This is an optimization exercise on Yosys and OpenROAD, whose aim is small area, a short achievable clock period and few clock cycles per item, not a production implementation.
Where RTL was checked, it was by simulation tests only, not by an equivalence proof against the original.
No activity file was given, so power comes from the tool's default toggle rates.

## sorted_priority_queue_unit
module sorted_priority_queue_unit (
    input  logic               i_clk,
    input  logic               i_rst_n,
    input  logic               i_in_valid,
    output logic               o_in_stall,
    input  logic               i_req_type,
    input  logic signed [31:0] i_value,
    output logic               o_out_valid,
    input  logic               i_out_stall,
    output logic [1:0]         o_status,
    output logic signed [31:0] o_removed_value,
    output logic signed [31:0] o_head_value,
    output logic               o_head_valid,
    output logic [4:0]         o_entry_count,
    output logic               o_is_full,
    output logic               o_is_empty
);
For scale: ~3300 cells after synthesis, ~710 flip-flops, ~0.038 mm² of cells after synthesis.
Settings: LEC_CHECK=0, ABC_CLOCK_PERIOD_IN_PS=2000, CAP_MARGIN=20, CORE_MARGIN=2, CORE_UTILIZATION=40, SETUP_SLACK_MARGIN=2.5, SLEW_MARGIN=20, SYNTH_HIERARCHICAL=1; clock period 5.0 ns.
run.sh (not shown) runs the stock make flow with config.mk's settings and CLKGATE_MAP_FILE= SYNTH_SCRIPT=/design/flow/synth_recipe.tcl, a recipe that flattens the netlist after the stock synthesis.
Then changed:
--- a/flow/design.v
+++ b/flow/design.v
@@ -78,13 +78,13 @@
     output logic [4:0]                  o_entry_count,
     output logic                        o_is_full,
     output logic                        o_is_empty
 );
     logic                     r_ta, r_tb, r_t2;
     logic [DATA_W-1:0]        r_xa, r_xb, r_x2;
-    logic [DATA_W-1:0]        xan;       
+    logic [DATA_W-1:0]        r_xan;     
     logic [CAPACITY-1:0]      r_av2;     
     logic                     r_b2;      
     logic                     r_fwd2;    
     logic [CAPACITY-1:0]      r_pg;      
     logic                     r_pins;    
     logic                     r_prem;    
@@ -137,30 +137,30 @@
             r_tb <= i_req_type;
             r_xb <= i_value;
         end
         if (i_a_load) begin
             r_ta <= i_a_from_b ? r_tb : i_req_type;
             r_xa <= i_a_from_b ? r_xb : i_value;
+            r_xan <= ~(i_a_from_b ? r_xb : i_value);
         end
     end
-    spq_not #(.W(DATA_W)) u_xan (.i_a(r_xa), .o_y(xan));
     always_comb begin
         for (int k = 0; k < CAPACITY; k++) begin
             if (k % 2 == 1) begin
                 av[k] = r_val[k] && ge_nr(r_entry[k], r_xa);
             end else begin
-                av[k] = r_val[k] && ge_an(r_entry[k], xan);
+                av[k] = r_val[k] && ge_an(r_entry[k], r_xan);
             end
         end
     end
     always_ff @(posedge i_clk) begin
         if (i_s2_load) begin
             r_t2   <= r_ta;
             r_x2   <= r_xa;
             r_av2  <= av;
-            r_b2   <= ge_an(r_x2, xan);
+            r_b2   <= ge_an(r_x2, r_xan);
             r_fwd2 <= i_commit;
         end
     end
     always_comb begin
         for (int k = 0; k < CAPACITY; k++) begin
             if (r_fwd2 && r_pins) begin
Wire length went up by 7.0%.
Power went up by 5.9%.
Clock skew went up by 0.036 ns.
Setup slack gets worse by 0.16 ns.
Design area went up by 5.8%.
Die area went up by 1.5%.
Utilization went up by 2.0 points.
No functional check of the RTL was part of any run of this note.

* * *

Another version of the RTL of sorted_priority_queue_unit (not shown whole).
Size in the first run: roughly 3,100 cells after synthesis, ~720 flip-flops, roughly 39,000 um2 of cells after synthesis.
==> module spq_datapath, before the edit <==
module spq_datapath (
    input  logic                        i_clk,
    input  logic                        i_rst_n,
    input  logic                        i_req_type,
    input  logic signed [DATA_W-1:0]    i_value,
    input  logic                        i_a_load,
    input  logic                        i_a_from_b,
    input  logic                        i_b_load,
    input  logic                        i_s2_load,
    input  logic                        i_s2_valid,
    input  logic                        i_commit,
    output logic [1:0]                  o_status,
    output logic signed [DATA_W-1:0]    o_removed_value,
    output logic signed [DATA_W-1:0]    o_head_value,
    output logic                        o_head_valid,
    output logic [4:0]                  o_entry_count,
    output logic                        o_is_full,
    output logic                        o_is_empty
);
    logic                     r_ta, r_tb, r_t2;
    logic [DATA_W-1:0]        r_xa, r_xb, r_x2;
    logic [DATA_W-1:0]        r_xan;     
    logic [CAPACITY-1:0]      r_av2;     
    logic                     r_up2;     
    logic                     r_dn2;     
    logic                     r_ins2;    
    logic                     r_rem2;    
    logic [DATA_W-1:0]        r_entry [CAPACITY];
    logic [CAPACITY-1:0]      r_val;     
    logic [1:0]               r_status;
    logic signed [DATA_W-1:0] r_removed;
    logic [4:0]               r_count;
    logic                     r_empty;   
    logic                     full, nonempty, ins_ok, rem_ok;
    logic [CAPACITY-1:0]      av;
    logic                     b;
    logic [CAPACITY-1:0]      g;
    logic [CAPACITY-1:0]      n_val;
    function automatic logic [4:0] therm_count(input logic [CAPACITY-1:0] v);
        therm_count[4] = v[15];
        therm_count[3] = v[7] & ~v[15];
        therm_count[2] = (v[3] & ~v[7]) | (v[11] & ~v[15]);
        therm_count[1] = (v[1] & ~v[3]) | (v[5] & ~v[7]) | (v[9] & ~v[11]) | (v[13] & ~v[15]);
        therm_count[0] = (v[0] & ~v[1]) | (v[2] & ~v[3]) | (v[4] & ~v[5]) | (v[6] & ~v[7])
                       | (v[8] & ~v[9]) | (v[10] & ~v[11]) | (v[12] & ~v[13]) | (v[14] & ~v[15]);
    endfunction
    assign full     = r_val[CAPACITY-1];
    assign nonempty = r_val[0];
    assign ins_ok   = i_s2_valid && r_ins2;
    assign rem_ok   = i_s2_valid && r_rem2;
    always_ff @(posedge i_clk) begin
        if (i_b_load) begin
            r_tb <= i_req_type;
            r_xb <= i_value;
        end
        if (i_a_load) begin
            r_ta <= i_a_from_b ? r_tb : i_req_type;
            r_xa <= i_a_from_b ? r_xb : i_value;
            r_xan <= ~(i_a_from_b ? r_xb : i_value);
        end
    end
    logic [CAPACITY-1:0] ge_e;
    logic                ge_b;
    for (genvar k = 0; k < CAPACITY; k++) begin : g_cmp
        if (k % 2 == 1) begin : g_odd
            spq_ge_nr #(.W(DATA_W)) u_ge (.i_r(r_entry[k]), .i_x(r_xa), .o_ge(ge_e[k]));
        end else begin : g_even
            spq_ge_an #(.W(DATA_W)) u_ge (.i_a(r_entry[k]), .i_nb(r_xan), .o_ge(ge_e[k]));
        end
    end
    spq_ge_an #(.W(DATA_W)) u_ge_b (.i_a(r_x2), .i_nb(r_xan), .o_ge(ge_b));
    assign av = r_val & ge_e;
    always_ff @(posedge i_clk) begin
        if (i_s2_load) begin
            r_t2   <= r_ta;
            r_x2   <= r_xa;
            r_av2  <= av;
            r_up2  <= ins_ok && ge_b;
            r_dn2  <= rem_ok;
            r_ins2 <= (r_ta == REQ_INSERT) && !(i_commit ? n_val[CAPACITY-1] : full);
            r_rem2 <= (r_ta == REQ_REMOVE) && (i_commit ? n_val[0] : nonempty);
        end
    end
    always_comb begin
        for (int k = 0; k < CAPACITY; k++) begin
            if (r_up2) begin
                g[k] = (k == 0) ? 1'b1 : r_av2[(k == 0) ? 0 : k - 1];
            end else if (r_dn2) begin
                g[k] = (k == CAPACITY - 1) ? 1'b0 : r_av2[(k == CAPACITY - 1) ? k : k + 1];
            end else begin
                g[k] = r_av2[k];
            end
        end
    end
    always_comb begin
        n_val = r_val;
        if (ins_ok) begin
            n_val = {r_val[CAPACITY-2:0], 1'b1};
        end else if (rem_ok) begin
            n_val = {1'b0, r_val[CAPACITY-1:1]};
        end
    end
    logic [CAPACITY-1:0] en, s_prev, s_x, s_next;
    always_comb begin
        for (int k = 0; k < CAPACITY; k++) begin
            s_x[k]    = (r_t2 == REQ_INSERT) && !g[k] && ((k == 0) || g[(k == 0) ? 0 : k - 1]);
            s_prev[k] = (r_t2 == REQ_INSERT) && !g[k] && (k != 0) && !g[(k == 0) ? 0 : k - 1];
            s_next[k] = (r_t2 == REQ_REMOVE) && (k != CAPACITY - 1);
            en[k]     = i_commit && ((ins_ok && !g[k]) || (rem_ok && (k != CAPACITY - 1)));
        end
    end
    always_ff @(posedge i_clk) begin
        if (!i_rst_n) begin
            r_entry[0] <= '0;
        end else if (en[0]) begin
            r_entry[0] <= ({DATA_W{s_x[0]}} & r_x2)
                        | ({DATA_W{s_next[0] && r_val[1]}} & ~r_entry[1]);
        end
    end
    logic [DATA_W-1:0] d_entry [CAPACITY];
    assign d_entry[0] = '0;
    logic [DATA_W-1:0] x2n;
    spq_not #(.W(DATA_W)) u_x2n (.i_a(r_x2), .o_y(x2n));
    for (genvar k = 1; k < CAPACITY; k++) begin : g_row
        logic [DATA_W-1:0] x_pol;
        assign x_pol = (k % 2 == 1) ? r_x2 : x2n;
        spq_aoi_row #(.W(DATA_W)) u_row (
            .i_sa (s_prev[k]),
            .i_a  (r_entry[k - 1]),
            .i_sb (s_x[k]),
            .i_b  (x_pol),
            .i_sc (s_next[k]),
            .i_c  (r_entry[(k == CAPACITY - 1) ? k : k + 1]),
            .o_y  (d_entry[k])
        );
    end
    always_ff @(posedge i_clk) begin
        for (int k = 1; k < CAPACITY; k++) begin
            if (en[k]) begin
                r_entry[k] <= d_entry[k];
            end
        end
    end
    always_ff @(posedge i_clk) begin
        if (i_commit) begin
            r_status  <= (r_t2 == REQ_INSERT) ? (full ? STAT_FULL : STAT_DONE)
                                              : (nonempty ? STAT_DONE : STAT_EMPTY);
            r_removed <= (r_t2 == REQ_REMOVE) ? r_entry[0] : '0;
        end
    end
    always_ff @(posedge i_clk) begin
        if (!i_rst_n) begin
            r_val   <= '0;
            r_count <= '0;
            r_empty <= 1'b1;
        end else if (i_commit) begin
            r_val   <= n_val;
            r_count <= therm_count(n_val);
            r_empty <= !n_val[0];
        end
    end
    assign o_status        = r_status;
    assign o_removed_value = r_removed;
    assign o_head_valid    = r_val[0];
    assign o_head_value    = r_entry[0];
    assign o_is_full       = r_val[CAPACITY-1];
    assign o_is_empty      = r_empty;
    assign o_entry_count   = r_count;
endmodule
export LEC_CHECK = 0
export ABC_CLOCK_PERIOD_IN_PS = 2000
export CAP_MARGIN = 20
export CORE_MARGIN = 2
export CORE_UTILIZATION = 40
export SETUP_SLACK_MARGIN = 2.7
export SLEW_MARGIN = 20
export SYNTH_HIERARCHICAL = 1
create_clock -name core_clock -period 5.0 [get_ports {i_clk}]
==> next run, changes <==
--- a/flow/design.v
+++ b/flow/design.v
@@ -164,12 +164,12 @@
     end
     logic [CAPACITY-1:0] en, s_prev, s_x, s_next;
     always_comb begin
         for (int k = 0; k < CAPACITY; k++) begin
-            s_x[k]    = (r_t2 == REQ_INSERT) && !g[k] && ((k == 0) || g[(k == 0) ? 0 : k - 1]);
-            s_prev[k] = (r_t2 == REQ_INSERT) && !g[k] && (k != 0) && !g[(k == 0) ? 0 : k - 1];
-            s_next[k] = (r_t2 == REQ_REMOVE) && (k != CAPACITY - 1);
-            en[k]     = i_commit && ((ins_ok && !g[k]) || (rem_ok && (k != CAPACITY - 1)));
+            s_x[k]    = ins_ok && !g[k] && ((k == 0) || g[(k == 0) ? 0 : k - 1]);
+            s_prev[k] = ins_ok && !g[k] && (k != 0) && !g[(k == 0) ? 0 : k - 1];
+            s_next[k] = rem_ok && (k != CAPACITY - 1);
+            en[k]     = i_commit && ((ins_ok && !g[k]) || s_next[k]);
         end
     end
     always_ff @(posedge i_clk) begin
         if (!i_rst_n) begin
- area after synthesis is about the same
- die area is about the same
- worst setup slack hardly moves
- routed wire length grows by 1.4%
- register-to-register slack gains 30 ps
- critical path depth shrinks by 2
- cell area grows by 0.30%
- sequential cell count is unchanged
- global-route usage grows by 0.13 points
- worst hold slack gains 10 ps
- sequential share of layout area shrinks by 0.11 points
- cell count shrinks by 0.73%
Testbench counts after the change, summed over its fixed seeds: cycles 16,024, items 16,000.
The RTL of the first run of this note was laid out without a check of its function.

## re-timing with driven ports
The results above use ideal ports. As a check the final layouts listed here were re-extracted and re-timed, cells and wires unchanged. Step 1: set_driving_cell puts a clkbuf_16 on i_clk and a buf_2 on each other input, an assumption about the parent block. Step 2, shift: input delay + t, output delay - t, t = (earliest + latest rising clock arrival at the registers) / 2. This alone moves slack from input paths to output paths. Three values: no drivers, after step 1, after step 2; two values: the first two.
run	shift t [ns]	setup WS [ns]	clock arrival spread, ns	worst register clock-pin slew, ns
the first run of note 1	0.726	2.259 / 2.259 / 2.109	0.025 / 0.025	0.07 / 0.07
the second run of note 1	0.750	2.102 / 2.102 / 2.102	0.060 / 0.061	0.09 / 0.09
the first run of note 2	0.705	2.709 / 2.656 / 2.187	0.034 / 0.034	0.06 / 0.06
the second run of note 2	0.702	2.711 / 2.662 / 2.065	0.030 / 0.030	0.06 / 0.06
After both steps setup and hold are still met in every run listed. For the second run of note 2, which loses most, drivers alone change the setup slack by -0.049 ns; drivers and shift together by -0.646 ns.
